This is an optimization exercise on Yosys and OpenROAD, whose aim is small area and few clock cycles per item, not a production implementation.
Only simulation tests tie the RTL to the original design; equivalence was not proved.

## flow/design.v (module list and top-level ports; edited modules follow where they fit)
// module fp_mult_pipe: 1721 lines
module fp_mult_pipe #(
   parameter int EXP_W = 8,
   parameter int MAN_W = 23
) (
   input  logic                 clk,
   input  logic                 rst_n,
   input  logic                 in_valid,
   output logic                 in_ready,
   input  logic [EXP_W+MAN_W:0] x,
   input  logic [EXP_W+MAN_W:0] y,
   output logic                 out_valid,
   input  logic                 out_ready,
   output logic [EXP_W+MAN_W:0] result
   ,
   output logic [3:0]           flags
);
  // ...
==> flow/run.sh <==
#!/bin/bash
# synth_recipe.tcl (not shown) runs the flow's synth.tcl, then flattens the netlist and writes it again
# the make line also repeats each setting of config.mk as NAME=value (left out here)
make -C /OpenROAD-flow-scripts/flow DESIGN_CONFIG=/design/flow/config.mk WORK_HOME=/design/flow/orfs CLKGATE_MAP_FILE= SYNTH_SCRIPT=/design/flow/synth_recipe.tcl finish
==> flow/config.mk <==
export PLATFORM = sky130hd
export DESIGN_NAME = fp_mult_pipe
export DESIGN_NICKNAME = fp_mult_pipe
export VERILOG_FILES = /design/flow/design.v
export SDC_FILE = /design/flow/constraint.sdc
export NUM_CORES = 4
export LEC_CHECK = 0
export CAP_MARGIN = 20
export CORE_MARGIN = 2
export CORE_UTILIZATION = 60
export GPL_TIMING_DRIVEN = 0
export PLACE_DENSITY = 0.7
export SLEW_MARGIN = 20
==> flow/constraint.sdc <==
create_clock -name core_clock -period 7.5 [get_ports {clk}]
set_input_delay 1.5000 -clock core_clock [delete_from_list [all_inputs] [get_ports {clk}]]
set_output_delay 1.5000 -clock core_clock [all_outputs]
set_load 0.01 [all_outputs]
==> metrics.md, run 1 <==
| Metric | Value |
|---|---|
| Outcome | `complete, but fails checks` |
| Layout Check Fail Reasons | `setup timing` |
| Routed length per placed instance | `approximately 27 um` |
| Multi-input combinational area share | `~75%` |
| First drt pass iteration count | `5` |
| Max stage delay on crit path | `around 0.63 ns` |
| Final net count | `between 2k and 3k` |
| Initial drt markers | `1492` |
| Number of global-route vias before repair | `~17k` |
| I/O Buffers | `about 110` |
| Area Overhead vs Synth | `21.87%` |
| Final setup viols | `1` |
| Worst setup margin | `-0.006481 ns` |
| Fin util | `between 70% and 80%` |
| Clock Sinks | `42` |
| Hold Fails Final Rpt | `0` |
| Final non-clock buffer share | `14.92%` |
| First-pass GRT wire length | `102.0 mm` |
| Starting density of the core | `about three fifths` |
| Clock buffer count from CTS | `5` |
| Worst-path clk slew | `approximately 0.060 ns` |
| Final period util | `100.1%` |
| CP Capture Type | `flop` |
| Critical path, cell by cell | `buf_2 > clkbuf_4 > and2_1 > fa_1 > fa_1 > fa_1 > fa_1 > fa_1 > fa_2 > ha_2 > and3_1 > and4_4 > and4_4 > a221oi_2 > nand2_1 > o31ai_4 > o21a_1 > nor2_2 > o221ai_2 > xnor2_1` |
| Crit path kind | `input port to flop` |
| RSZ-0062 raised after global routing | `yes` |
| Place WS | `-2.107 ns` |
| Most numerous cell in the Yosys netlist | `and2_1` |
| Multi-input gate area | `around 18000 um2` |
| Total Wirelength | `68.85 mm` |
| Mean area per synthesized cell | `a little over 10 um2` |
| Synth Net Count | `2549` |
| Largest cells by area after synthesis | `fa_1, and2_1, edfxtp_1` |
| Adder and majority gate portion of the synthesized area | `a little over half` |
==> run 2: changes to the inputs <==
--- a/flow/config.mk
+++ b/flow/config.mk
@@ -7,7 +7,6 @@
 export LEC_CHECK = 0
 export CAP_MARGIN = 20
 export CORE_MARGIN = 2
-export CORE_UTILIZATION = 60
+export CORE_UTILIZATION = 40
 export GPL_TIMING_DRIVEN = 0
-export PLACE_DENSITY = 0.7
 export SLEW_MARGIN = 20
==> metrics.md, run 2 <==
| Metric | Value |
|---|---|
| Adder and majority gate portion of the synthesized area | `55.00% (unchanged)` |
| Layout Check Fail Reasons | `setup timing` |
| Largest cells by area after synthesis | `fa_1, and2_1, edfxtp_1` |
| Worst skew pair latency | `approximately 0.29 ns` |
| I/O Buffers | `105 (unchanged)` |
| Worst-Margin Slew | `around 0.83 ns` |
| Routed length per placed instance | `25.43 um (-5.2%)` |
| Core region area | `between 40000 and 50000 um2` |
| Initial drt markers | `1367 (-8.4%)` |
| Area Overhead vs Synth | `22.11%` |
| Max stage delay on crit path | `0.58 ns (-0.05 ns)` |
| Place WS | `-2.270 ns (-0.1627 ns)` |
| Via/cell ratio | `between 5 and 6` |
| Placed Instances | `2679` |
| Final net count | `2745 (-0.62%)` |
| Placer Congestion | `roughly 1.0` |
| DP HPWL | `approximately 55 mm` |
| Met1 Routed Length | `~28 mm` |
| Most flop-heavy register | `ph_q` |
| Post-synthesis xor/xnor area fraction | `around 3.8%` |
| Yosys reg bits | `between 40 and 50` |
| Fin cells | `roughly 2.8k` |
| Worst hold path depth | `2` |
| Clk root buf | `clkbuf_16` |
| Number of global-route vias before repair | `16.62k (-0.88%)` |
| Die height | `~230 um` |
| Compound-Gate Fraction of Synth Area | `under 10%` |
| Final period util | `101.5% (+1.4 points)` |
| Crit path kind | `input port to flop` |
| Fmax | `roughly 130 MHz` |
| Number of fill cells | `around 4.4k` |
| Startpoint type of the worst setup path | `input port` |
| Unique masters post-synth | `slightly above 70` |
| Met2 wire len | `approximately 32 mm` |
| Fin util | `49.22% (-25 points)` |
| Mux share of post-synthesis cell area | `less than 1%` |
| Seq/Total Area, Yosys | `about 6.4%` |
| Worst setup margin | `-0.1108 ns (-0.1043 ns)` |
| Outcome | `complete, but fails checks` |
| Die footprint | `~51000 um2` |
| Ys Warns | `1` |
| Top routing layer used | `met4` |
| Most numerous cell in the Yosys netlist | `and2_1` |
| Worst-path clk slew | `0.06 ns (about the same)` |
| Yosys top cell area share | `between 40% and 50%` |
| DR vias | `15.59k` |
| Critical Path Fanout Max | `7` |
| WP data arrival | `~7.8 ns` |
| Slew Limit Fails | `0` |
| CTS tree | `yes` |
| Total track usage | `between 20% and 30%` |
| Max clock buf depth | `2` |
| Starting density of the core | `40.30% (-20 points)` |
| Critical path, cell by cell | `buf_16 > buf_8 > buf_6 > and2_4 > fa_1 > fa_1 > fa_1 > fa_2 > fa_2 > fa_1 > fa_1 > ha_4 > a21o_1 > a21o_1 > a21oi_2 > o21ai_2 > o211ai_2 > a21bo_1 > a311oi_2 > or4_1 > nand3_2` |
| CP most frequent cell | `fa_1` |
| Post-Route Setup TNS | `-0.1870 ns` |
| Met3 Routed Length | `6.713 mm` |
| Largest area contributor in the netlist | `fa_1` |
| Pin count of the biggest net entering global routing | `33` |
| Slowest CP cell | `fa_1` |
| First-pass GRT wire length | `104.8 mm (+2.8%)` |
| Ports | `around 110` |
| Total grt overflow | `0` |
| Synth Cell Area | `19650 um2` |
| Final setup viols | `3 (+2)` |
| Top FF cell, synth | `edfxtp_1` |
| Initial antenna violation count | `3` |
| Worst hold path class | `flop to flop` |
| Synth Net Count | `2549 (unchanged)` |
| Max Cap Viol | `0` |
| Max-Slew Margin vs Limit | `44.02%` |
| Total Wirelength | `70.50 mm (+2.4%)` |
| Worst reg-to-reg path cell count | `2` |
| Share of cells above drive strength 1 | `17.71%` |
| Commonest non-fill, non-tap cells in the layout | `and2_1, fa_1, buf_4` |
| CP Capture Type | `flop` |
| Synth cell count leaders | `and2_1, fa_1, clkbuf_1` |
| Post-route ant nets | `0` |
| Clock skew | `approximately 0.0078 ns` |
| Min Tclk post-route | `about 7.6 ns` |
| Most common cell after layout, fill and taps aside | `and2_1` |
| Clock buffer count from CTS | `5 (unchanged)` |
| Main combinational cell family by area after synthesis | `adder cells` |
| Hold Buf Count CTS | `0` |
| Async SR Flop Fraction | `~2.4%` |
| RSZ-0062 raised after global routing | `yes` |
| Synthesized instance count | `approximately 1.9k` |
| Mean area per synthesized cell | `10.29 um2 (unchanged)` |
| Biggest regs | `ph_q (26), e_q (10), sc_q (2)` |
| Htree depth | `2` |
| Clock Sinks | `42 (unchanged)` |
| Post-synth EDFFs | `41` |
| Post-synthesis simple-gate area fraction | `a little under a quarter` |
| First drt pass iteration count | `7 (+2)` |
| Required time of the critical path | `around 7.7 ns` |
| Die W | `approximately 230 um` |
| Std cell rows | `approximately 80` |
| DRC | `0` |
| Hold Fails Final Rpt | `0 (unchanged)` |
| Max reg flops | `26` |
-- run 2: changes by cell type in the layout (fill, tap and decap cells not counted), sizes merged --
cell           before  now
bufinv              2    0
clkinvlp            0    1
clkdlybuf4s15       5    6
dlymetal6s2s        0   13
buf               174  153
clkdlybuf4s50      54   37
dlygate4sd2         5    8
clkbuf             90   95
-- run 2: final timing paths --
check | startpoint | to | slack, ns
max | y[22] | ph_q[22]$_DFFE_PP_ | -0.11
min | v_q$_DFFE_PN0P_ | v_q$_DFFE_PN0P_ | 0.73
max reg2reg | v_q$_DFFE_PN0P_ | st_q$_DFFE_PP_ | 6.28
min reg2reg | v_q$_DFFE_PN0P_ | v_q$_DFFE_PN0P_ | 0.73
max in group asynchronous | rst_n | v_q$_DFFE_PN0P_ | 6.06
min in group asynchronous | rst_n | v_q$_DFFE_PN0P_ | 1.35
-- run 2: through the flow --
step / cell area, um2 / hold slack [ns]
2_1_floorplan: 19660 / 1.204
3_3_place_gp: 21540 / 1.650
3_5_place_dp: 21560 / 0.7387
4_1_cts: 23240 / 0.7450
5_1_grt: 23990 / 0.8116
6_report: 23990 / 0.7305
-- run 2: worst max-delay path, delay by kind of cell --
| family | cells | cell delay (ns) |
|---|---|---|
| AND/OR/NAND/NOR | 3 | 0.79 |
| buffers and inverters | 3 | 0.40 |
| AO/OA/AOI/OAI | 7 | 1.16 |
| adder cells (fa/ha/maj) | 8 | 3.87 |
-- run 2: area by class of cell --
| cell class | instances | area [um2] | area share [%] |
|---|---|---|---|
| multi-input combinational | 1667 | 18110 | 75.48 |
| timing repair buffer | 191 | 1815 | 7.567 |
| buffer | 116 | 1516 | 6.321 |
| sequential | 42 | 1256 | 5.236 |
| tap | 664 | 830.8 | 3.463 |
| inverter | 82 | 307.8 | 1.283 |
| clock buffer | 6 | 138.9 | 0.5789 |
| clock inverter | 2 | 12.51 | 0.05215 |
| antenna | 2 | 5.005 | 0.02086 |
-- run 2: metal layers --
metal	track usage (%)	vias to the layer above
met5	0	-
met4	12.41	0
met3	6.792	245
met2	45.17	863
met1	36.58	7953
li1	-	6528
-- run 2: cells by family (layout without fill, tap and decap cells) --
kind of cell | Yosys count | count (layout)
mux | 11 | 11
flops | 42 | 42
compound gates | 203 | 203
other cells | 0 | 2
xor+xnor | 86 | 86
simple gates | 795 | 795
buf+inv | 200 | 397
fa+ha+maj | 572 | 572
-- run 2: timing repair --
item | 4_1_cts | 5_1_grt
pin swaps | 67 | 77
hold endpoints to repair | 0 | 0
cloned | 0 | 1
gates resized for setup | 597 | 143
endpoints found under the setup margin | 61 | 49
buffers inserted | 34 | 50

what the ideal ports hide:
In the flow no input, the clock included, has a driving cell. The finished layouts below were timed again as built, in two steps. Step 1 sets driving cells, clkbuf_16 on the clock port and buf_2 on the other inputs (assumed; they add their load-dependent delay and slew). Step 2 adds t to the input delays and takes it off the output delays; t is the mean of the earliest and latest rising clock arrival at the registers after step 1. Input paths then give back, and output paths get back, about the clock's delay inside the block. Slacks: ideal ports / drivers / drivers and shift; pairs: ideal ports / drivers.
run	shift t [ns]	setup WS [ns]	worst hold slack (ns)	latest minus earliest clock arrival (ns)	worst slew at a driven data input, ns
run 1	0.324	-0.006 / -0.014 / -0.338	0.721 / 0.721 / 0.721	0.009 / 0.010	0.09
run 2	0.320	-0.111 / -0.134 / -0.453	0.730 / 0.730 / 0.730	0.009 / 0.009	0.08
The setup slack of run 2, which loses most, moves by -0.023 ns with the drivers and by -0.342 ns with both steps.
